Source: an optimization exercise on an open RTL-to-GDS flow (aim: small area). Production flows keep margins and buffers that such runs may drop.
At most, simulation tests tie the RTL to the original design; equivalence was not proved.
Only the layout flow was run in run 6; the RTL was not checked for function there.
No activity file was given, so power comes from the tool's default toggle rates. No driver is modelled on the clock port, so clocking that relies on it looks cheaper here than on a real chip.

--- flow/standard.sh ---
#!/bin/bash
# synth_recipe.tcl (not shown) runs the flow's synth.tcl, then flattens the netlist and writes it again
# the make line also repeats each setting of config.mk as NAME=value (left out here)
make -C /OpenROAD-flow-scripts/flow DESIGN_CONFIG=/design/flow/config.mk WORK_HOME=/design/flow/orfs CLKGATE_MAP_FILE= SYNTH_SCRIPT=/design/flow/synth_recipe.tcl "${@:-finish}"
--- flow/flow/gen_netlist.py ---
#!/usr/bin/env python3
"""Writes the gate-level netlist of data_memory (64 x 32) with sky130hd cells.

usage: gen_netlist.py STANDARD_NETLIST OUT_NETLIST

The registers are those of the standard synthesis of rtl/data_memory.sv, with
the same instance names and cell types; the script checks that the standard
netlist holds exactly these and stops otherwise. The logic around them is
built here by hand:
  - in range: nor4 over addr[31:8], combined to two 'out of range' terms;
  - pend: set by the clear, cleared by each clock edge (D tied low);
  - address decode: predecoded lines for addr[4:2] and addr[7:5] (the
    latter with the range, write and pend terms folded in), one and2 per
    word for the write select, one and2 per word for the read select and one
    o21a per word for the hold term (not written and not pend), in drive
    strength 2 as each drives 32 gates;
  - each data bit: a22o (write ? wd : hold & q) in front of its flip-flop;
  - each read bit: a22oi over two words at a time, then nand4, nor4, nand2.
"""
import re
import sys

W, B = 64, 32
C = "sky130_fd_sc_hd__"


def main():
    std, out = sys.argv[1], sys.argv[2]
    text = open(std).read()
    regs = {n: t for t, n in re.findall(r"\b" + C + r"(\w+)\s+\\(\S+)\s*\(", text)}
    regs = {n: t for n, t in regs.items() if "DFF" in n or t.startswith(("df", "edf", "sdf"))}
    want = {f"mem[{k}]$_DFF_P_": "dfxtp_1" for k in range(W * B)}
    pend_type = regs.get("pend$_DFF_PN1_", "")
    if pend_type.startswith("dfstp_"):
        want["pend$_DFF_PN1_"] = pend_type
    if regs != want:
        extra = sorted(set(regs.items()) - set(want.items()))[:5]
        missing = sorted(set(want.items()) - set(regs.items()))[:5]
        sys.exit(f"registers differ from the expected ones: extra {extra} missing {missing}")

    cells = []
    wires = []
    n = [0]

    def cell(typ, pins, name=None):
        n[0] += 1
        inst = name if name else f"g{n[0]}"
        conns = ", ".join(f".{p}({s})" for p, s in pins.items())
        cells.append(f"  {C}{typ} {inst} ({conns});")

    def wire(name):
        wires.append(name)
        return name

    # in range: r[g] = 1 when addr[8+4g +: 4] is all zero; oor0/oor1 = 1 when out of range
    r = []
    for g in range(6):
        s = wire(f"rz{g}")
        cell("nor4_1", dict(A=f"addr[{8+4*g}]", B=f"addr[{9+4*g}]", C=f"addr[{10+4*g}]",
                            D=f"addr[{11+4*g}]", Y=s))
        r.append(s)
    oor0, oor1 = wire("oor0"), wire("oor1")
    cell("nand3_1", dict(A=r[0], B=r[1], C=r[2], Y=oor0))
    cell("nand3_1", dict(A=r[3], B=r[4], C=r[5], Y=oor1))
    # pend, and its complement
    pend, npend, lo0 = wire("pend"), wire("npend"), wire("tie_lo")
    cell("conb_1", dict(LO=lo0))
    cell(pend_type, dict(CLK="clk", D=lo0, SET_B="rst_n", Q=pend), name="\\pend$_DFF_PN1_ ")
    cell("inv_2", dict(A=pend, Y=npend))
    # wgo: in range and write; rgo: in range and not pend
    wgo, rgo = wire("wgo"), wire("rgo")
    cell("nor3_1", dict(A=oor0, B=oor1, C="mwr", Y=wgo))
    cell("nor3_1", dict(A=oor0, B=oor1, C=pend, Y=rgo))
    # address bit complements
    an = {}
    for k in range(2, 8):
        an[k] = wire(f"an{k}")
        cell("inv_1", dict(A=f"addr[{k}]", Y=an[k]))

    def lit(k, v):
        return f"addr[{k}]" if v else an[k]

    # low predecode (active low): lon[j] = 0 when addr[4:2] == j
    lon = []
    for j in range(8):
        s = wire(f"lon{j}")
        cell("nand3_1", dict(A=lit(2, j & 1), B=lit(3, j >> 1 & 1), C=lit(4, j >> 2 & 1), Y=s))
        lon.append(s)
    # active-high predecodes
    lo_h = []
    for j in range(8):
        s = wire(f"lo{j}")
        cell("and3_1", dict(A=lit(2, j & 1), B=lit(3, j >> 1 & 1), C=lit(4, j >> 2 & 1), X=s))
        lo_h.append(s)
    hw_h, hr_h = [], []
    for j in range(8):
        s = wire(f"hw{j}")
        cell("and4_1", dict(A=lit(5, j & 1), B=lit(6, j >> 1 & 1), C=lit(7, j >> 2 & 1), D=wgo, X=s))
        hw_h.append(s)
        s = wire(f"hr{j}")
        cell("and4_1", dict(A=lit(5, j & 1), B=lit(6, j >> 1 & 1), C=lit(7, j >> 2 & 1), D=rgo, X=s))
        hr_h.append(s)
    # high predecode (active low) of the write term, for the hold terms
    hwn = []
    for j in range(8):
        s = wire(f"hwn{j}")
        cell("nand4_1", dict(A=lit(5, j & 1), B=lit(6, j >> 1 & 1), C=lit(7, j >> 2 & 1), D=wgo, Y=s))
        hwn.append(s)

    we, hold, rsel = [], [], []
    for i in range(W):
        lo, hi = i % 8, i // 8
        w = wire(f"we{i}")
        cell("and2_2", dict(A=lo_h[lo], B=hw_h[hi], X=w))
        h = wire(f"hold{i}")
        cell("o21a_2", dict(A1=lon[lo], A2=hwn[hi], B1=npend, X=h))
        rs = wire(f"rsel{i}")
        cell("and2_2", dict(A=lo_h[lo], B=hr_h[hi], X=rs))
        we.append(w); hold.append(h); rsel.append(rs)

    # data bits
    mq = {}
    for i in range(W):
        for b in range(B):
            k = i * B + b
            q = wire(f"mq{i}_{b}")
            d = wire(f"md{i}_{b}")
            cell("dfxtp_1", dict(CLK="clk", D=d, Q=q), name=f"\\mem[{k}]$_DFF_P_ ")
            cell("a22o_1", dict(A1=we[i], A2=f"wd[{b}]", B1=hold[i], B2=q, X=d))
            mq[i, b] = q

    # read: a22oi over two words at a time, then nand4, nor4, nand2. (The
    # netlist is also simulated with Verilator: a222oi cells, three words at
    # a time, make its C++ build run for many minutes.)
    for b in range(B):
        low = []
        for g in range(32):
            s = wire(f"rn{b}_{g}")
            i = 2 * g
            cell("a22oi_1", dict(A1=rsel[i], A2=mq[i, b], B1=rsel[i+1], B2=mq[i+1, b], Y=s))
            low.append(s)
        hi = []
        for g in range(8):
            s = wire(f"ry{b}_{g}")
            cell("nand4_1", dict(A=low[4*g], B=low[4*g+1], C=low[4*g+2], D=low[4*g+3], Y=s))
            hi.append(s)
        z0, z1 = wire(f"rz{b}_0"), wire(f"rz{b}_1")
        cell("nor4_1", dict(A=hi[0], B=hi[1], C=hi[2], D=hi[3], Y=z0))
        cell("nor4_1", dict(A=hi[4], B=hi[5], C=hi[6], D=hi[7], Y=z1))
        cell("nand2_1", dict(A=z0, B=z1, Y=f"rd[{b}]"))

    with open(out, "w") as f:
        f.write("module data_memory(clk, rst_n, mwr, addr, wd, rd);\n")
        f.write("  input clk;\n  input rst_n;\n  input mwr;\n  input [31:0] addr;\n"
                "  input [31:0] wd;\n  output [31:0] rd;\n")
        for w_ in wires:
            f.write(f"  wire {w_};\n")
        f.write("\n".join(cells) + "\n")
        f.write("endmodule\n")


if __name__ == "__main__":
    main()
--- flow/config.mk ---
export PLATFORM = sky130hd
export DESIGN_NAME = data_memory
export DESIGN_NICKNAME = data_memory
export VERILOG_FILES = /design/flow/design.v
export SDC_FILE = /design/flow/constraint.sdc
export NUM_CORES = 4
export LEC_CHECK = 0
export CAP_MARGIN = 5
export CORE_MARGIN = 2
export CORE_UTILIZATION = 55
export SETUP_SLACK_MARGIN = 0.2
export SLEW_MARGIN = 5
--- flow/design.v ---
module data_memory #(
  parameter int DEPTH = 64
) (
  input  logic        clk,
  input  logic        rst_n,
  input  logic        mwr,
  input  logic [31:0] addr,
  input  logic [31:0] wd,
  output logic [31:0] rd
);
  localparam int AW = $clog2(DEPTH);
  logic [DEPTH-1:0][31:0] mem;
  logic                   pend;
  logic                   in_range;
  logic [AW-1:0]          widx;
  logic [DEPTH-1:0]       dec;
  logic [DEPTH-1:0]       we;
  logic [DEPTH-1:0]       hold;
  logic [DEPTH-1:0]       rsel;
  assign in_range = (addr[31:AW+2] == '0);
  assign widx     = addr[AW+1:2];
  always_comb begin
    for (int i = 0; i < DEPTH; i++) begin
      dec[i]  = (widx == i[AW-1:0]);
      we[i]   = dec[i] && in_range && !mwr;
      hold[i] = !we[i] && !pend;
      rsel[i] = dec[i] && in_range && !pend;
    end
  end
  always_ff @(posedge clk or negedge rst_n) begin
    if (!rst_n) begin
      pend <= 1'b1;
    end else begin
      pend <= 1'b0;
    end
  end
  always_ff @(posedge clk) begin
    for (int i = 0; i < DEPTH; i++) begin
      mem[i] <= (wd & {32{we[i]}}) | (mem[i] & {32{hold[i]}});
    end
  end
  always_comb begin
    rd = '0;
    for (int i = 0; i < DEPTH; i++) begin
      rd = rd | (mem[i] & {32{rsel[i]}});
    end
  end
endmodule
--- flow/constraint.sdc ---
create_clock -name core_clock -period 7.5 [get_ports {clk}]
set_input_delay 1.5000 -clock core_clock [delete_from_list [all_inputs] [get_ports {clk}]]
set_output_delay 1.5000 -clock core_clock [all_outputs]
set_load 0.01 [all_outputs]
--- flow/flow/run.sh ---
#!/bin/bash
# Layout of data_memory with a hand-built gate netlist around the standard
# synthesis's registers: standard synthesis, then flow/gen_netlist.py rewrites
# the logic between the registers (same register names and cell types), then
# the standard layout from floorplan to finish.
set -euo pipefail
R=orfs/results/${FLOW_PLATFORM}/data_memory/base
bash standard.sh synth > standard_synth.log 2>&1
cp "$R/1_2_yosys.v" standard_1_2_yosys.v
python3 flow/gen_netlist.py standard_1_2_yosys.v hand_netlist.v > gen_netlist.log 2>&1
cp hand_netlist.v "$R/1_2_yosys.v"
rm -f "$R/1_synth.odb" "$R/1_synth.sdc"
# Clock tree: no dummy loads, sink clusters of up to 30 on clkbuf_16.
export CTS_ARGS="-sink_clustering_enable -repair_clock_nets -dont_use_dummy_load -buf_list sky130_fd_sc_hd__clkbuf_16 -sink_clustering_size 30 -sink_clustering_max_diameter 80"
# Port buffers: the smallest buffer rather than the flow's default pick.
export BUFFER_PORTS_ARGS="-buffer_cell sky130_fd_sc_hd__buf_1"
bash standard.sh > standard_layout.log 2>&1
==> results.json, run 1 <==
{
  "maxCapViolCount": 0,
  "swShare_pct": 23.2,
  "die_h_um": 362,
  "grt_pass1_wl_um": 388000,
  "overflow": 0,
  "antenna_found_initial": 17,
  "power.internal_mw": 13.0,
  "arrival_ps": 5550,
  "syn-cell-area_um2": 70700,
  "initial_core_util_pct": 55.4,
  "r2r_start": "pend",
  "cts_setup_buffers": 0,
  "regArea_um2": 41000,
  "tightest_slew_ps": 1350,
  "tns_ps": 0,
  "postSynthAreaPerCell_um2": 12.3,
  "report.final.hold_viol_count": 0,
  "cts_tree": "done",
  "max_slew_margin_pct": 8.96,
  "clk_latency_ps": 730,
  "max_freq_mhz": 142,
  "slew_violations": 0,
  "rows": 131,
  "drc": 0,
  "cts_buffer_depth": 3,
  "cts_max_level": 3,
  "setup_violations": 0,
  "drive_gt1_share_pct": 7.72,
  "core-area_um2": 128000,
  "first_pass_iters": 6,
  "holdCritPathClass": "reg2reg",
  "critPathLaunch": "addr[2]",
  "fin_hold_ws_ps": 477,
  "post-route-period-util_pct": 94.0,
  "nNetsFinal": 6109,
  "power_density_nw_per_um2": 222,
  "peakVddDrop_mv": 0.193,
  "cts_resized": 0,
  "outcome": "complete, no violations",
  "seq_power_share_pct": 64.0,
  "antenna_left": 0,
  "whs_path_depth": 1,
  "die_w_um": 362,
  "yosys_warnings": 1,
  "ff2ff_path_depth": 4,
  "crit_path_start_kind": "primary input",
  "hpwl_um": 150000,
  "first_global_vias": 54900,
  "dieArea_um2": 131000,
  "min-delay-start": "mem[1316]",
  "num_vias": 58900,
  "groute.usage.overall_pct": 39.6,
  "fill_cells": 10400,
  "cts_sinks": 2049,
  "power_switching_mw": 3.95,
  "design_area_um2": 76500,
  "drtIter0Drc": 7653,
  "routed_wl_um": 271000,
  "postCtsHoldBufs": 0,
  "path_class": "in2out",
  "placed_area_um2": 74300,
  "routed_via_density": 7.64,
  "leakagePower_nw": 27.9,
  "rsz0062_at_grt": "false",
  "crit_path_max_fanout": 32,
  "grt_start_max_net_pins": 65,
  "p_comb_share_pct": 3.6,
  "ios": 99,
  "end_kind": "output pin",
  "portBuffers": 96,
  "finClkSkew_ps": 33.6,
  "cp.required_ps": 6000,
  "finalCriticalPeriod_ps": 7050,
  "multi_input_area_um2": 29800,
  "area_growth_syn_to_layout_pct": 8.33,
  "pwr-share-clk_pct": 32.3,
  "p_total_mw": 17.0,
  "drt-wirelength-per-cell_um": 35.2,
  "path_clk_slew_ps": 60,
  "routabilityCongestion": 0.879,
  "cts_root_buf": "clkbuf_16",
  "synth_nets": 5790,
  "syn-instance-count": 5723,
  "cts_buffers": 88
}
==> placed cells by master (no fill, tap or decap), types with 3 or more instances in the layout <==
cell type / count
a22oi_1: 1024
and2_2: 128
and4_1: 16
nor4_4: 3
nor4_2: 15
buf_2: 15
buf_1: 64
inv_1: 6
a22o_1: 2048
and3_1: 8
diode_2: 5
clkbuf_4: 17
nand3_1: 10
nand2_1: 32
nand4_1: 264
nor4_1: 52
dfxtp_1: 2048
clkbuf_16: 88
buf_4: 132
o21a_2: 64
==> worst max-delay path, cell delays in order <==
cell and delay (ps):
buf_1 250, inv_1 190, and3_1 570, and2_2 670, a22oi_1 280, nand4_1 420
nor4_2 1190, nand2_1 240, buf_1 200
==> registers in the layout (all words and copies together), names as in the netlist <==
register	count
pend	1
mem	2048
==> final cells by class <==
class / instances / share of cell area, %
flip-flops and latches: 2049 / 53.6
multi-input cells: 3667 / 38.9
clock buffers: 88 / 2.88
well taps: 1662 / 2.72
repair buffers: 229 / 1.89
inverters: 7 / 0.0343
diodes: 5 / 0.0163
==> stage by stage <==
stage               utilization [%]  setup slack (ps)  std cells
floorplan                         -              2590       5723
global placement               58.3               798       7613
detailed placement             58.3               706       7613
CTS                            60.0               699       7701
global route                   60.0               531       7702
finish                         60.0               449       7707
==> layer usage <==
layer	routed length (µm)	GRT usage, %
met1	108000	53.5
met2	113000	57.7
met3	31400	9.58
met4	17800	23.0
met5	135	0
==> power groups by stage <==
| stage | sequential, mW | combinational, mW | clock, mW |
|---|---|---|---|
| floorplan | 11.1 | 0.152 | 0 |
| global placement | 11.1 | 0.585 | 0 |
| detailed placement | 11.1 | 0.590 | 0 |
| global route | 10.9 | 0.622 | 5.90 |
| finish | 10.9 | 0.619 | 5.49 |
| CTS | 10.9 | 0.590 | 5.53 |
==> final timing paths <==
check	slack (ps)	endpoint
min in group asynchronous	670	pend
max in group asynchronous	6810	pend
max	450	rd[28]
min	480	mem[1316]
max reg2reg	5160	mem[1946]
min reg2reg	480	mem[1316]
==> inputs of run 2 (changes only) <==
--- a/flow/flow/run.sh
+++ b/flow/flow/run.sh
@@ -13,3 +13,3 @@
 # Clock tree: no dummy loads, sink clusters of up to 30 on clkbuf_16.
-export CTS_ARGS="-sink_clustering_enable -repair_clock_nets -dont_use_dummy_load -buf_list sky130_fd_sc_hd__clkbuf_16 -sink_clustering_size 30 -sink_clustering_max_diameter 80"
+export CTS_ARGS="-sink_clustering_enable -repair_clock_nets -dont_use_dummy_load -buf_list sky130_fd_sc_hd__clkbuf_16 -sink_clustering_size 30 -sink_clustering_max_diameter 100"
 # Port buffers: the smallest buffer rather than the flow's default pick.
--- a/flow/flow/gen_netlist.py
+++ b/flow/flow/gen_netlist.py
@@ -12,8 +12,9 @@
   - address decode: predecoded lines for addr[4:2] and addr[7:5] (the
-    latter with the range, write and pend terms folded in), one and2 per
-    word for the write select, one and2 per word for the read select and one
-    o21a per word for the hold term (not written and not pend), in drive
-    strength 2 as each drives 32 gates;
+    latter also with the range and write terms folded in), one and2 per
+    word for the write select, one and2 per word for the read select (the
+    address alone) and one o21a per word for the hold term (not written and
+    not pend), in drive strength 2 as each drives 32 gates;
   - each data bit: a22o (write ? wd : hold & q) in front of its flip-flop;
-  - each read bit: a22oi over two words at a time, then nand4, nor4, nand2.
+  - each read bit: a22oi over two words at a time, then nand4, nor4, and a
+    last a21boi that also applies the range and pend terms.
 """
@@ -69,3 +70,3 @@
     cell("inv_2", dict(A=pend, Y=npend))
-    # wgo: in range and write; rgo: in range and not pend
+    # wgo: in range and write; rgo: in range and not pend (gates rd)
     wgo, rgo = wire("wgo"), wire("rgo")
@@ -100,3 +101,3 @@
         s = wire(f"hr{j}")
-        cell("and4_1", dict(A=lit(5, j & 1), B=lit(6, j >> 1 & 1), C=lit(7, j >> 2 & 1), D=rgo, X=s))
+        cell("and3_1", dict(A=lit(5, j & 1), B=lit(6, j >> 1 & 1), C=lit(7, j >> 2 & 1), X=s))
         hr_h.append(s)
@@ -149,3 +150,3 @@
         cell("nor4_1", dict(A=hi[4], B=hi[5], C=hi[6], D=hi[7], Y=z1))
-        cell("nand2_1", dict(A=z0, B=z1, Y=f"rd[{b}]"))
+        cell("a21boi_0", dict(A1=z0, A2=z1, B1_N=rgo, Y=f"rd[{b}]"))
 
==> results.json, run 2 <==
{
  "report.final.hold_viol_count": 0,
  "largest_register_ffs": 2048,
  "power_switching_mw": 3.96,
  "leakagePower_nw": 27.4,
  "path_clk_slew_ps": 60,
  "drt-wirelength-per-cell_um": 35.5,
  "clk_latency_ps": 720,
  "syn-cell-area_um2": 70800,
  "first_global_vias": 55400,
  "synth_nets": 5790,
  "max_freq_mhz": 137,
  "swShare_pct": 23.6,
  "cts_buffers": 78,
  "post-route-period-util_pct": 97.6,
  "cp_slowest_cell": "nor4_2",
  "pwr-share-clk_pct": 31.1,
  "dieArea_um2": 132000,
  "cp.required_ps": 6000,
  "cts_buffer_depth": 3,
  "hpwl_um": 145000,
  "num_vias": 58900,
  "die_w_um": 363,
  "first_pass_iters": 8,
  "maxCapViolCount": 0,
  "drive_gt1_share_pct": 7.14,
  "tightest_slew_ps": 1400,
  "die_h_um": 363,
  "peakVddDrop_mv": 0.202,
  "core-area_um2": 128000,
  "grt_pass1_wl_um": 390000,
  "crit_path_max_fanout": 32,
  "finalCriticalPeriod_ps": 7320,
  "grt_start_max_net_pins": 65,
  "cts_tree": "done",
  "rows": 131,
  "groute.usage.overall_pct": 39.8,
  "rsz0062_at_grt": "false",
  "cts_setup_buffers": 0,
  "outcome": "complete, no violations",
  "post-route-util_pct": 59.7,
  "cp_cell_sequence": "buf_1 -> inv_1 -> and3_1 -> and2_2 -> a22oi_1 -> nand4_1 -> nor4_2 -> a21boi_0 -> buf_1",
  "power_density_nw_per_um2": 220,
  "holdCritPathClass": "reg2reg",
  "arrival_ps": 5820,
  "routed_via_density": 7.67,
  "p_comb_share_pct": 4.1,
  "initial_core_util_pct": 55.4,
  "cp_common_cell": "buf_1",
  "seq_power_share_pct": 64.8,
  "postCtsHoldBufs": 0,
  "ios": 99,
  "routed_wl_um": 272000,
  "max_slew_margin_pct": 5.91,
  "yosys_warnings": 1,
  "cts_max_level": 3,
  "cts_resized": 0,
  "top_register": "mem",
  "end_kind": "output pin",
  "overflow": 0,
  "power.internal_mw": 12.8,
  "drtIter0Drc": 7949,
  "area_growth_syn_to_layout_pct": 7.64,
  "cts_sinks": 2049,
  "cts_root_buf": "clkbuf_16",
  "routabilityCongestion": 0.868,
  "setup_violations": 0,
  "portBuffers": 96,
  "layout_common_cells": "2,048 x a22o_1, 2,048 x dfxtp_1, 1,024 x a22oi_1, 264 x nand4_1, 128 x and2_2",
  "path_class": "in2out",
  "syn-instance-count": 5723,
  "postSynthAreaPerCell_um2": 12.4,
  "drc": 0,
  "antenna_found_initial": 25,
  "crit_path_start_kind": "primary input",
  "slowest_delay_ps": 1240,
  "nNetsFinal": 6066,
  "antenna_left": 0,
  "slew_violations": 0,
  "finClkSkew_ps": 45.9,
  "top_regs": "mem (2048), pend (1)",
  "tns_ps": 0
}
run 2: cell types whose count changed in the layout (fill, tap and decap cells not counted), sizes merged:
cell / previous run / this run
and3: 8 / 16
nand2: 32 / 0
and4: 16 / 8
buf: 211 / 192
a21boi: 0 / 32
clkbuf: 106 / 82
diode: 5 / 13
run 2: critical path, delay by kind of cell:
family	cells	cell delay, ps
compound gates	2	630
simple gates	4	3000
buf+inv	3	650
run 2: per-stage QoR:
stage          instances  hold WS, ps  power (mW)  worst slack, ps  instance area (µm²)
5_1_grt             7659          492        17.2              244                76100
2_1_floorplan       5723          443        11.3             2530                70800
3_5_place_dp        7581          455        11.8              477                74200
4_1_cts             7659          478        16.8              458                76100
6_report            7672          478        16.8              180                76200
3_3_place_gp        7581          456        11.8              525                74200
run 2: path summary, 6_finish.rpt:
kind | end | slack (ps) | cells after the start | from
setup / recovery | rd[15] | 180 | 9 | addr[3]
min in group asynchronous | pend | 680 | 1 | rst_n
setup reg to reg | mem[1433] | 4780 | 3 | pend
hold reg to reg | mem[815] | 480 | 1 | mem[815]
hold / removal | mem[815] | 480 | 1 | mem[815]
max in group asynchronous | pend | 6800 | 1 | rst_n
run 2: per-layer routing:
metal	wire length, µm	vias up	GRT usage, %	part of all wire (%)
li1	-	24800	-	-
met1	108000	29600	52.3	39
met2	115000	3780	58.8	42
met3	31800	637	11.0	12
met4	17900	16	22.8	6.6
met5	108	-	0	0.040
run 2: power by group through the flow:
stage / Sequential, mW / Clock [mW] / Combinational (mW)
5_1_grt: 10.9 / 5.59 / 0.688
4_1_cts: 10.9 / 5.26 / 0.653
3_3_place_gp: 11.1 / 0 / 0.645
2_1_floorplan: 11.1 / 0 / 0.179
6_report: 10.9 / 5.22 / 0.683
3_5_place_dp: 11.1 / 0 / 0.652
run 2: final cells by class:
class	instances	area [µm²]
repair buffers	196	1160
clock buffers	78	1950
well taps	1662	2080
diodes	13	32.5
inverters	7	26.3
flip-flops and latches	2049	41000
fillers	10400	51500
multi-input cells	3667	29900
==> inputs of run 3 (changes only) <==
--- a/flow/config.mk
+++ b/flow/config.mk
@@ -7,3 +7,3 @@
 export LEC_CHECK = 0
-export CAP_MARGIN = 5
+export CAP_MARGIN = 20
 export CORE_MARGIN = 2
@@ -11,2 +11,2 @@
 export SETUP_SLACK_MARGIN = 0.2
-export SLEW_MARGIN = 5
+export SLEW_MARGIN = 20
==> results.json, run 3 <==
{
  "area_growth_syn_to_layout_pct": 7.69,
  "drive_gt1_share_pct": 7.15,
  "maxCapViolCount": 0,
  "syn-instance-count": 5723,
  "setup_violations": 0,
  "groute.usage.overall_pct": 39.8,
  "highest_layer": "met5",
  "cp.required_ps": 6000,
  "leakagePower_nw": 27.5,
  "tns_ps": 0,
  "core-area_um2": 128000,
  "wl_met1_um": 108000,
  "layout_common_cells": "2,048 x a22o_1, 2,048 x dfxtp_1, 1,024 x a22oi_1, 264 x nand4_1, 128 x and2_2",
  "ios": 99,
  "peakVddDrop_mv": 0.206,
  "arrival_ps": 5680,
  "dieArea_um2": 132000,
  "routabilityCongestion": 0.868,
  "first_global_vias": 55500,
  "cts_buffer_depth": 3,
  "whs_path_depth": 1,
  "grt_pass1_wl_um": 389000,
  "cts_tree": "done",
  "clk_latency_ps": 740,
  "min-delay-start": "mem[815]",
  "nNetsFinal": 6067,
  "cts_max_level": 3,
  "holdCritPathClass": "reg2reg",
  "placed_area_um2": 74200,
  "finalCriticalPeriod_ps": 7180,
  "hold_end": "mem[815]",
  "design_area_um2": 76200,
  "drc": 0,
  "largest_register_ffs": 2048,
  "finClkSkew_ps": 55.3,
  "die_w_um": 363,
  "drtIter0Drc": 7642,
  "postCtsHoldBufs": 0,
  "r2r_slack_ps": 5150,
  "path_clk_slew_ps": 50,
  "routed_wl_um": 272000,
  "syn-cell-area_um2": 70800,
  "met2_length_um": 115000,
  "portBuffers": 96,
  "die_h_um": 363,
  "path_class": "in2out",
  "ff2ff_path_depth": 3,
  "initial_core_util_pct": 55.4,
  "rows": 131,
  "power_density_nw_per_um2": 220,
  "cts_setup_buffers": 0,
  "rsz0062_at_grt": "false",
  "num_vias": 58700,
  "max_freq_mhz": 139,
  "reg2reg_to": "mem[1421]",
  "report.final.hold_viol_count": 0,
  "crit_path_max_fanout": 32,
  "outcome": "complete, no violations",
  "max_slew_margin_pct": 11.7,
  "r2r_start": "pend",
  "synth_nets": 5790,
  "routed_via_density": 7.65,
  "tightest_slew_ps": 1310,
  "dr_wl_met3_um": 30300,
  "crit_path_start_kind": "primary input",
  "hpwl_um": 145000,
  "final_cells": 7667,
  "top_register": "mem",
  "drt-wirelength-per-cell_um": 35.4,
  "yosys_warnings": 1,
  "p_total_mw": 16.8,
  "antenna_found_initial": 15,
  "antenna_left": 0,
  "cts_root_buf": "clkbuf_16",
  "cts_buffers": 78,
  "postSynthAreaPerCell_um2": 12.4,
  "cts_resized": 0,
  "first_pass_iters": 6,
  "overflow": 0,
  "cts_sinks": 2049,
  "grt_start_max_net_pins": 65,
  "end_kind": "output pin",
  "dpl.cell_count": 7581,
  "slew_violations": 0,
  "top_regs": "mem (2048), pend (1)",
  "post-route-period-util_pct": 95.7
}
run 3: area by class of cell:
cell class,count,area [µm²]
Inverter,7,28.8
Tap cell,1662,2080
Antenna cell,7,17.5
Timing Repair Buffer,197,1180
Clock buffer,78,1950
Multi-Input combinational cell,3667,29900
Sequential cell,2049,41000
Fill cell,10400,51500
run 3: where the power goes:
group	total, mW	switching, mW	internal, mW
logic	0.681	0.621	0.0605
clock network	5.21	3.32	1.89
registers	10.9	0.000866	10.9
run 3: worst max-delay path by stage:
stage	from	endpoint	slack, ps
5_1_grt	addr[2]	rd[5]	310
6_report	addr[2]	rd[5]	320
3_5_place_dp	addr[3]	rd[4]	550
2_1_floorplan	addr[12]	rd[0]	2530
3_3_place_gp	addr[2]	rd[21]	530
4_1_cts	addr[3]	rd[4]	530
run 3: worst max-delay path, stage by stage:
cell	delay, ps
buf_1	260
inv_1	180
and3_1	570
and2_2	660
a22oi_1	300
nand4_1	460
nor4_2	1210
a21boi_0	300
buf_1	200
run 3: metrics by stage:
step                hold WS, ps  setup slack (ps)  utilization, %
floorplan                   443              2530               -
global placement            456               525            58.1
finish                      474               319            59.7
global route                492               306            59.7
detailed placement          455               547            58.1
CTS                         476               526            59.6
run 3: routing by layer:
metal	vias up	global-route usage (%)
met5	-	0
met4	12	23.9
met3	620	10.6
met2	3650	58.2
met1	29600	52.6
li1	24800	-
==> inputs of run 4 (changes only) <==
--- a/flow/config.mk
+++ b/flow/config.mk
@@ -10,2 +10,3 @@
 export CORE_UTILIZATION = 55
+export PLACE_DENSITY = 0.8
 export SETUP_SLACK_MARGIN = 0.2
==> results.json, run 4 <==
{
  "outcome": "complete, no violations",
  "postCtsHoldBufs": 0,
  "leakagePower_nw": 27.3,
  "maxCapViolCount": 0,
  "core-area_um2": 128000,
  "drtIter0Drc": 8980,
  "finalCriticalPeriod_ps": 7030,
  "yosys_warnings": 1,
  "top_register": "mem",
  "crit_path_start_kind": "primary input",
  "antenna_left": 0,
  "ios": 99,
  "post-route-util_pct": 59.4,
  "area_growth_syn_to_layout_pct": 7.20,
  "peakVddDrop_mv": 0.185,
  "grt_pass1_wl_um": 372000,
  "cts_buffer_depth": 3,
  "max_freq_mhz": 142,
  "fill_cells": 10200,
  "slowest_delay_ps": 1080,
  "cts_max_level": 3,
  "worst-path-buf-inv": 4,
  "layout_common_cells": "2,048 x a22o_1, 2,048 x dfxtp_1, 1,024 x a22oi_1, 264 x nand4_1, 128 x and2_2",
  "cp.depth": 10,
  "fin_ws_ps": 475,
  "die_w_um": 363,
  "report.final.hold_viol_count": 0,
  "postSynthAreaPerCell_um2": 12.4,
  "cts_resized": 0,
  "met2_usage_pct": 52.5,
  "path_class": "in2out",
  "nNetsFinal": 6042,
  "cts_tree": "done",
  "rows": 131,
  "path_clk_slew_ps": 60,
  "r2r_slack_ps": 4790,
  "cts_buffers": 78,
  "p_total_mw": 16.7,
  "ff2ff_path_depth": 3,
  "dp_slack_ps": 1060,
  "tightest_slew_ps": 1320,
  "routed_wl_um": 254000,
  "slew_violations": 0,
  "num_vias": 59600,
  "crit_end": "rd[9]",
  "first_pass_iters": 8,
  "placed_area_um2": 73900,
  "arrival_ps": 5530,
  "routed_via_density": 7.81,
  "grt_most_used_layer": "met2",
  "post-route-period-util_pct": 93.7,
  "first_global_vias": 57500,
  "groute.usage.overall_pct": 37.0,
  "synth_nets": 5790,
  "cp_common_cell": "buf_1",
  "finClkSkew_ps": 33.9,
  "grt_use_met1_pct": 47.6,
  "drc": 0,
  "cts_root_buf": "clkbuf_16",
  "largest_register_ffs": 2048,
  "cp.required_ps": 6000,
  "drive_gt1_share_pct": 6.58,
  "holdCritPathClass": "reg2reg",
  "dieArea_um2": 132000,
  "reg2reg_to": "mem[1661]",
  "gr-usage-met3_pct": 12.5,
  "syn-cell-area_um2": 70800,
  "antenna_found_initial": 12,
  "portBuffers": 96,
  "max_slew_margin_pct": 11.8,
  "cts_sinks": 2049,
  "design_area_um2": 75900,
  "top_regs": "mem (2048), pend (1)",
  "dpl.cell_count": 7557,
  "critical_path.top_delay_family": "simple AND/OR/NAND/NOR gates",
  "end_kind": "output pin",
  "routabilityCongestion": 0.928,
  "critPathLaunch": "addr[2]",
  "die_h_um": 363,
  "final_cells": 7637,
  "r2r_start": "pend",
  "drt-wirelength-per-cell_um": 33.3,
  "clk_latency_ps": 730,
  "fin_hold_ws_ps": 478,
  "overflow": 0,
  "tns_ps": 0,
  "initial_core_util_pct": 55.4,
  "grt_start_max_net_pins": 65,
  "crit_path_max_fanout": 32,
  "syn-instance-count": 5723,
  "cp_cell_sequence": "buf_1 -> inv_1 -> and3_1 -> and2_2 -> a22oi_1 -> nand4_1 -> nor4_1 -> buf_4 -> a21boi_0 -> buf_1",
  "power_density_nw_per_um2": 220,
  "cp_slowest_cell": "and3_1",
  "hpwl_um": 136000,
  "rsz0062_at_grt": "false",
  "setup_violations": 0,
  "cts_setup_buffers": 0
}
## run 4: layout make-up
class	count	area, µm²	share of cell area (%)
Sequential cell	2049	41000	54.1
Multi-Input combinational cell	3667	29800	39.3
Tap cell	1662	2080	2.74
Antenna cell	2	5.00	0.00660
Clock buffer	78	1950	2.57
Timing Repair Buffer	172	971	1.28
Inverter	7	27.5	0.0363
## run 4: report_power, final
part	internal (mW)	total, mW	switching, mW
clock	1.89	5.16	3.27
combinational	0.0573	0.657	0.600
sequential	10.9	10.9	0.000647
total	12.8	16.7	3.87
## run 4: per-layer routing
| layer | routed length (µm) | vias to the layer above |
|---|---|---|
| li1 | - | 24800 |
| met5 | 85 | - |
| met3 | 38100 | 887 |
| met2 | 102000 | 4639 |
| met4 | 19900 | 12 |
| met1 | 93800 | 29300 |
## run 4: worst min-delay path by stage
| stage | end | cells past startpoint | slack (ps) | start |
|---|---|---|---|---|
| 2_1_floorplan | mem[1000] | 1 | 440 | mem[1000] |
| 3_3_place_gp | mem[1198] | 1 | 460 | mem[1198] |
| 3_5_place_dp | mem[1716] | 1 | 450 | mem[1716] |
| 4_1_cts | mem[840] | 1 | 480 | mem[840] |
| 5_1_grt | mem[1267] | 1 | 490 | mem[1267] |
| 6_report | mem[1913] | 1 | 480 | mem[1913] |
==> inputs of run 5 (changes only) <==
--- a/flow/flow/gen_netlist.py
+++ b/flow/flow/gen_netlist.py
@@ -17,4 +17,4 @@
   - each data bit: a22o (write ? wd : hold & q) in front of its flip-flop;
-  - each read bit: a22oi over two words at a time, then nand4, nor4, and a
-    last a21boi that also applies the range and pend terms.
+  - each read bit: a22oi over two words at a time, then nand4, or4, and a
+    last o21a that also applies the range and pend terms.
 """
@@ -132,3 +132,3 @@
 
-    # read: a22oi over two words at a time, then nand4, nor4, nand2. (The
+    # read: a22oi over two words at a time, then nand4, or4, o21a. (The
     # netlist is also simulated with Verilator: a222oi cells, three words at
@@ -148,5 +148,5 @@
         z0, z1 = wire(f"rz{b}_0"), wire(f"rz{b}_1")
-        cell("nor4_1", dict(A=hi[0], B=hi[1], C=hi[2], D=hi[3], Y=z0))
-        cell("nor4_1", dict(A=hi[4], B=hi[5], C=hi[6], D=hi[7], Y=z1))
-        cell("a21boi_0", dict(A1=z0, A2=z1, B1_N=rgo, Y=f"rd[{b}]"))
+        cell("or4_1", dict(A=hi[0], B=hi[1], C=hi[2], D=hi[3], X=z0))
+        cell("or4_1", dict(A=hi[4], B=hi[5], C=hi[6], D=hi[7], X=z1))
+        cell("o21a_1", dict(A1=z0, A2=z1, B1=rgo, X=f"rd[{b}]"))
 
==> results.json, run 5 <==
{
  "outcome": "complete, no violations",
  "cts_max_level": 3,
  "cts_setup_buffers": 0,
  "grt_pass1_wl_um": 375000,
  "hpwl_um": 136000,
  "arrival_ps": 5370,
  "end_kind": "output pin",
  "crit_end": "rd[21]",
  "cp_slowest_cell": "or4_1",
  "postCtsHoldBufs": 0,
  "maxCapViolCount": 0,
  "syn-cell-area_um2": 70800,
  "layout_common_cells": "2,048 x a22o_1, 2,048 x dfxtp_1, 1,024 x a22oi_1, 264 x nand4_1, 128 x and2_2",
  "postSynthAreaPerCell_um2": 12.4,
  "antenna_left": 0,
  "p_total_mw": 16.7,
  "cts_sinks": 2049,
  "drt-wirelength-per-cell_um": 34.0,
  "path_class": "in2out",
  "r2r_slack_ps": 4790,
  "cts_tree": "done",
  "cts_resized": 0,
  "post-route-period-util_pct": 91.7,
  "top_register": "mem",
  "cp_common_cell": "buf_1",
  "syn-instance-count": 5723,
  "initial_core_util_pct": 55.5,
  "dpl.cell_count": 7500,
  "cp_cell_sequence": "buf_1 -> inv_1 -> and3_1 -> and2_2 -> a22oi_1 -> nand4_1 -> or4_1 -> o21a_1 -> buf_1",
  "grt_start_max_net_pins": 65,
  "ios": 99,
  "r2r_start": "pend",
  "yosys_warnings": 1,
  "max_slew_margin_pct": 18.0,
  "routabilityCongestion": 0.915,
  "first_global_vias": 56900,
  "tightest_slew_ps": 1230,
  "nNetsFinal": 5986,
  "portBuffers": 96,
  "crit_path_max_fanout": 32,
  "critPathLaunch": "addr[4]",
  "reg2reg_to": "mem[1057]",
  "core-area_um2": 128000,
  "slowest_delay_ps": 950,
  "num_vias": 60000,
  "area_growth_syn_to_layout_pct": 6.67,
  "first_pass_iters": 9,
  "overflow": 0,
  "rsz0062_at_grt": "false",
  "routed_wl_um": 258000,
  "leakagePower_nw": 27.4,
  "finClkSkew_ps": 40.0,
  "path_clk_slew_ps": 90,
  "die_w_um": 363,
  "ff2ff_path_depth": 3,
  "rows": 131,
  "finalCriticalPeriod_ps": 6870,
  "die_h_um": 363,
  "max_freq_mhz": 145,
  "report.final.hold_viol_count": 0,
  "power_density_nw_per_um2": 221,
  "setup_violations": 0,
  "antenna_found_initial": 33,
  "drive_gt1_share_pct": 5.53,
  "holdCritPathClass": "reg2reg",
  "slew_violations": 0,
  "cts_root_buf": "clkbuf_16",
  "cts_buffers": 78,
  "groute.usage.overall_pct": 37.5,
  "tns_ps": 0,
  "routed_via_density": 7.89,
  "dieArea_um2": 132000,
  "crit_path_start_kind": "primary input",
  "drtIter0Drc": 9607,
  "cp.required_ps": 6000,
  "fin_hold_ws_ps": 482,
  "final_cells": 7604,
  "cts_buffer_depth": 3,
  "top_regs": "mem (2048), pend (1)",
  "peakVddDrop_mv": 0.200,
  "largest_register_ffs": 2048,
  "drc": 0,
  "clk_latency_ps": 730,
  "synth_nets": 5790
}
[run 5: critical path, delay by kind of cell]
kind / cells / cell delay (ps)
simple gates: 4 / 2690
compound gates: 2 / 590
buf+inv: 3 / 580
[run 5: worst min path at each step]
stage | start | end | slack, ps | depth (start not counted)
after global routing | mem[1857] | mem[1857] | 490 | 1
after CTS | mem[2031] | mem[2031] | 480 | 1
after global placement | mem[995] | mem[995] | 460 | 1
after floorplan | mem[1000] | mem[1000] | 440 | 1
final | mem[1521] | mem[1521] | 480 | 1
after detailed placement | mem[1781] | mem[1781] | 450 | 1
[run 5: per-stage QoR]
step	cell area [µm²]	setup WS, ps	utilization [%]
finish	75600	625	59.2
detailed placement	73500	888	57.6
floorplan	70800	2150	-
global placement	73500	1050	57.6
global route	75500	586	59.1
CTS	75500	883	59.1
[run 5: per-layer routing]
layer | vias up | GRT usage (%) | part of all wire [%]
li1 | 24700 | - | -
met2 | 4817 | 53.6 | 41
met1 | 29600 | 47.3 | 37
met4 | 38 | 23.6 | 7.4
met5 | - | 1.74 | 0.22
met3 | 890 | 14.2 | 15
[run 5: cell type report]
type / count / area, µm²
Antenna cell: 25 / 62.6
Clock buffer: 78 / 1950
Fill cell: 10200 / 52100
Inverter: 7 / 27.5
Multi-Input combinational cell: 3667 / 29800
Sequential cell: 2049 / 41000
Tap cell: 1662 / 2080
Timing Repair Buffer: 116 / 609
[run 5: where the power goes]
part	internal (mW)	total (mW)	switching (mW)
Clock	1.89	5.19	3.30
Combinational	0.0527	0.656	0.603
Sequential	10.9	10.9	0.000693
Total	12.8	16.7	3.90
==> inputs of run 6 (changes only) <==
==> flow/design.v (replaced) <==
module data_memory #(
  parameter int DEPTH = 64
) (
  input  logic        clk,
  input  logic        rst_n,
  input  logic        mwr,
  input  logic [31:0] addr,
  input  logic [31:0] wd,
  output logic [31:0] rd
);
  localparam int AW = $clog2(DEPTH);
  logic [31:0]   mem [DEPTH];
  logic          in_range;
  logic [AW-1:0] widx;
  logic [31:0]   rdata;
  logic          unused_addr_bits;
  assign in_range         = (addr[31:AW+2] == '0);
  assign widx             = addr[AW+1:2];
  assign unused_addr_bits = ^addr[1:0];
  always_ff @(posedge clk or negedge rst_n) begin
    if (!rst_n) begin
      for (int i = 0; i < DEPTH; i++) begin
        mem[i] <= '0;
      end
    end else if (!mwr && in_range) begin
      mem[widx] <= wd;
    end
  end
  assign rdata = (rst_n && in_range) ? mem[widx] : 32'h0000_0000;
  assign rd = rdata;
endmodule
==> flow/run.sh (new file) <==
#!/bin/bash
# synth_recipe.tcl (not shown) runs the flow's synth.tcl, then flattens the netlist and writes it again
# the make line also repeats each setting of config.mk as NAME=value (left out here)
make -C /OpenROAD-flow-scripts/flow DESIGN_CONFIG=/design/flow/config.mk WORK_HOME=/design/flow/orfs CLKGATE_MAP_FILE= SYNTH_SCRIPT=/design/flow/synth_recipe.tcl finish
--- a/flow/config.mk
+++ b/flow/config.mk
@@ -9,4 +9,3 @@
 export CORE_MARGIN = 2
-export CORE_UTILIZATION = 55
-export PLACE_DENSITY = 0.8
+export CORE_UTILIZATION = 40
 export SETUP_SLACK_MARGIN = 0.2
removed: flow/flow/run.sh
removed: flow/flow/gen_netlist.py
removed: flow/standard.sh
==> results.json, run 6 <==
{
  "synth_ff_type": "dfrtp_1",
  "ys_seq_elements": 2048,
  "nNetsFinal": 6809,
  "routed_via_density": 6.85,
  "path_class": "in2out",
  "finClkSkew_ps": 0,
  "hpwl_um": 259000,
  "groute.usage.overall_pct": 36.0,
  "num_vias": 68100,
  "end_kind": "output pin",
  "synth_edf_count": 0,
  "cts_setup_buffers": 0,
  "seq_area_frac_synth_pct": 55.9,
  "top_regs": "mem (2048)",
  "leakagePower_nw": 51.2,
  "antenna_found_initial": 46,
  "routabilityCongestion": 0.954,
  "drt-wirelength-per-cell_um": 42.7,
  "layout_common_cells": "2,048 x dfrtp_1, 1,947 x mux2_2, 633 x a22oi_1, 441 x buf_4, 220 x clkbuf_16",
  "core-area_um2": 228000,
  "max_slew_margin_pct": 7.94,
  "synth_cell_type_count": 70,
  "cp.required_ps": 6000,
  "dieArea_um2": 233000,
  "largest_register_ffs": 2048,
  "cts_buffers": 215,
  "postCtsHoldBufs": 0,
  "syn-cell-area_um2": 91700,
  "outcome": "complete, no violations",
  "cts_buffer_depth": 3,
  "cts_sinks": 2048,
  "portBuffers": 96,
  "synthArstFlopShare_pct": 100,
  "overflow": 0,
  "drive_gt1_share_pct": 43.1,
  "synth_common_cells": "2,048 x dfrtp_1, 1,947 x mux2_2, 633 x a22oi_1, 306 x clkbuf_1, 191 x buf_4",
  "tightest_slew_ps": 1370,
  "dpl.cell_count": 9528,
  "rows": 175,
  "cts_tree": "done",
  "grt_pass1_wl_um": 571000,
  "first_global_vias": 65800,
  "synth_area_leaders": "dfrtp_1 56%, mux2_2 24%, a22oi_1 5.2%",
  "maxCapViolCount": 0,
  "cts_max_level": 4,
  "drc": 0,
  "grt_start_max_net_pins": 170,
  "r2r_slack_ps": 6680,
  "antenna_left": 0,
  "finalCriticalPeriod_ps": 7250,
  "slew_violations": 0,
  "syn-instance-count": 6623,
  "report.final.hold_viol_count": 0,
  "synth_nets": 6690,
  "peakVddDrop_mv": 0.274,
  "arrival_ps": 5750,
  "postSynthAreaPerCell_um2": 13.8,
  "crit_path_max_fanout": 28,
  "ios": 99,
  "drtIter0Drc": 9590,
  "path_clk_slew_ps": 60,
  "clk_latency_ps": 890,
  "tns_ps": 0,
  "setup_violations": 0,
  "synth_area_leader_cell": "dfrtp_1",
  "synth.most_common_cell": "dfrtp_1",
  "post-route-period-util_pct": 96.7,
  "routed_wl_um": 425000,
  "top_register": "mem",
  "power_density_nw_per_um2": 220,
  "final_common_cell": "dfrtp_1",
  "dp_slack_ps": 222,
  "holdCritPathClass": "reg2reg",
  "synth_top_area_share_pct": 55.9,
  "fin_ws_ps": 248,
  "die_w_um": 483,
  "first_pass_iters": 6,
  "rsz0062_at_grt": "false",
  "yosys_warnings": 2,
  "area_growth_syn_to_layout_pct": 14.8,
  "cts_root_buf": "clkbuf_16",
  "max_freq_mhz": 138,
  "crit_path_start_kind": "primary input",
  "die_h_um": 483,
  "initial_core_util_pct": 40.3,
  "final_cells": 9944
}
-- run 6: timing repair --
action | 4_1_cts | 5_1_grt
gates resized for setup | 0 | 1
hold endpoints to repair | 0 | 0
setup endpoints to repair | 0 | 1
-- run 6: worst max-delay path: stages --
cell and delay [ps]:
buf_4 490, nand2_2 360, buf_4 420, nor2_4 910, buf_4 400, a22oi_1 150, nand4_1 190, a2111oi_0 110
a31oi_1 480, clkdlybuf4s50_1 640
-- run 6: per-stage QoR --
stage	area, µm²	hold WS (ps)	util (%)	power, mW
after floorplan	91700	449	-	11.5
final	105000	483	46.2	23.2
after global placement	97600	459	42.9	12.1
after global routing	105000	488	46.2	23.7
after detailed placement	97600	470	42.9	12.1
after CTS	105000	482	46.1	23.1
-- run 6: routing by layer --
metal  vias to the layer above  wire length (µm)  GRT usage, %
li1                      25100                 -             -
met4                        32             33400          23.0
met1                     36400            158000          46.0
met2                      5045            174000          50.2
met3                      1568             59400          14.8
met5                         -               231         0.551
-- run 6: final timing paths --
| kind | endpoint | cells past startpoint | startpoint |
|---|---|---|---|
| worst max register to register | mem[27][17] | 1 | mem[27][17] |
| min in group asynchronous | mem[59][15] | 1 | rst_n |
| worst min register to register | mem[4][11] | 1 | mem[4][11] |
| max in group asynchronous | mem[22][10] | 4 | rst_n |
| worst max-delay path | rd[10] | 10 | addr[2] |
| worst min-delay path | mem[4][11] | 1 | mem[4][11] |
-- run 6: report_power, final --
group	switching, mW	internal [mW]	total, mW
Combinational	0.794	0.136	0.930
Sequential	0.000000167	11.0	11.0
Clock	4.68	6.51	11.2
Total	5.48	17.7	23.2
-- run 6: logic make-up after synthesis --
kind of cell	after synthesis	synth area share, %
compound gates	1018	8.36
buf+inv	676	3.81
flops	2048	55.9
mux	2179	26.7
simple gates	702	5.30
-- run 6: layout make-up --
class / instances / area, µm²
inverters: 2 / 7.51
repair buffers: 576 / 5240
clock buffers: 331 / 6550
flip-flops and latches: 2048 / 51200
clock inverters: 56 / 820
diodes: 23 / 57.6
fillers: 20100 / 122000
well taps: 3009 / 3760
multi-input cells: 3899 / 37600

separate check: timing with driven ports:
How much do the figures lean on ideal ports? The routed layouts below were timed once more, with nothing changed but the port constraints. Step 1 assumes that a clkbuf_16 drives the clock port and a buf_2 every other input. Step 2 also shifts input and output timing later by t, the mid clock arrival at the registers, as if the neighbouring blocks saw the same clock. Three values: ideal, step 1, step 2; two values: the first two.
run | t (ns) | setup WS [ns] | worst setup path at the end | worst slew at a driven data input, ns
run 1 | 0.808 | 0.449 / 0.316 / 0.316 | input to output | 0.15
run 2 | 0.784 | 0.180 / 0.034 / 0.034 | input to output | 0.15
run 3 | 0.796 | 0.319 / 0.180 / 0.180 | input to output | 0.14
run 4 | 0.795 | 0.475 / 0.371 / 0.371 | input to output | 0.18
run 5 | 0.796 | 0.625 / 0.518 / 0.518 | input to output | 0.16
run 6 | 0.971 | 0.248 / 0.192 / 0.192 | input to output | 0.24
After both steps every run listed still meets setup and hold. The setup slack of run 2, which loses most, moves by -0.146 ns with the drivers and by -0.146 ns with both steps.
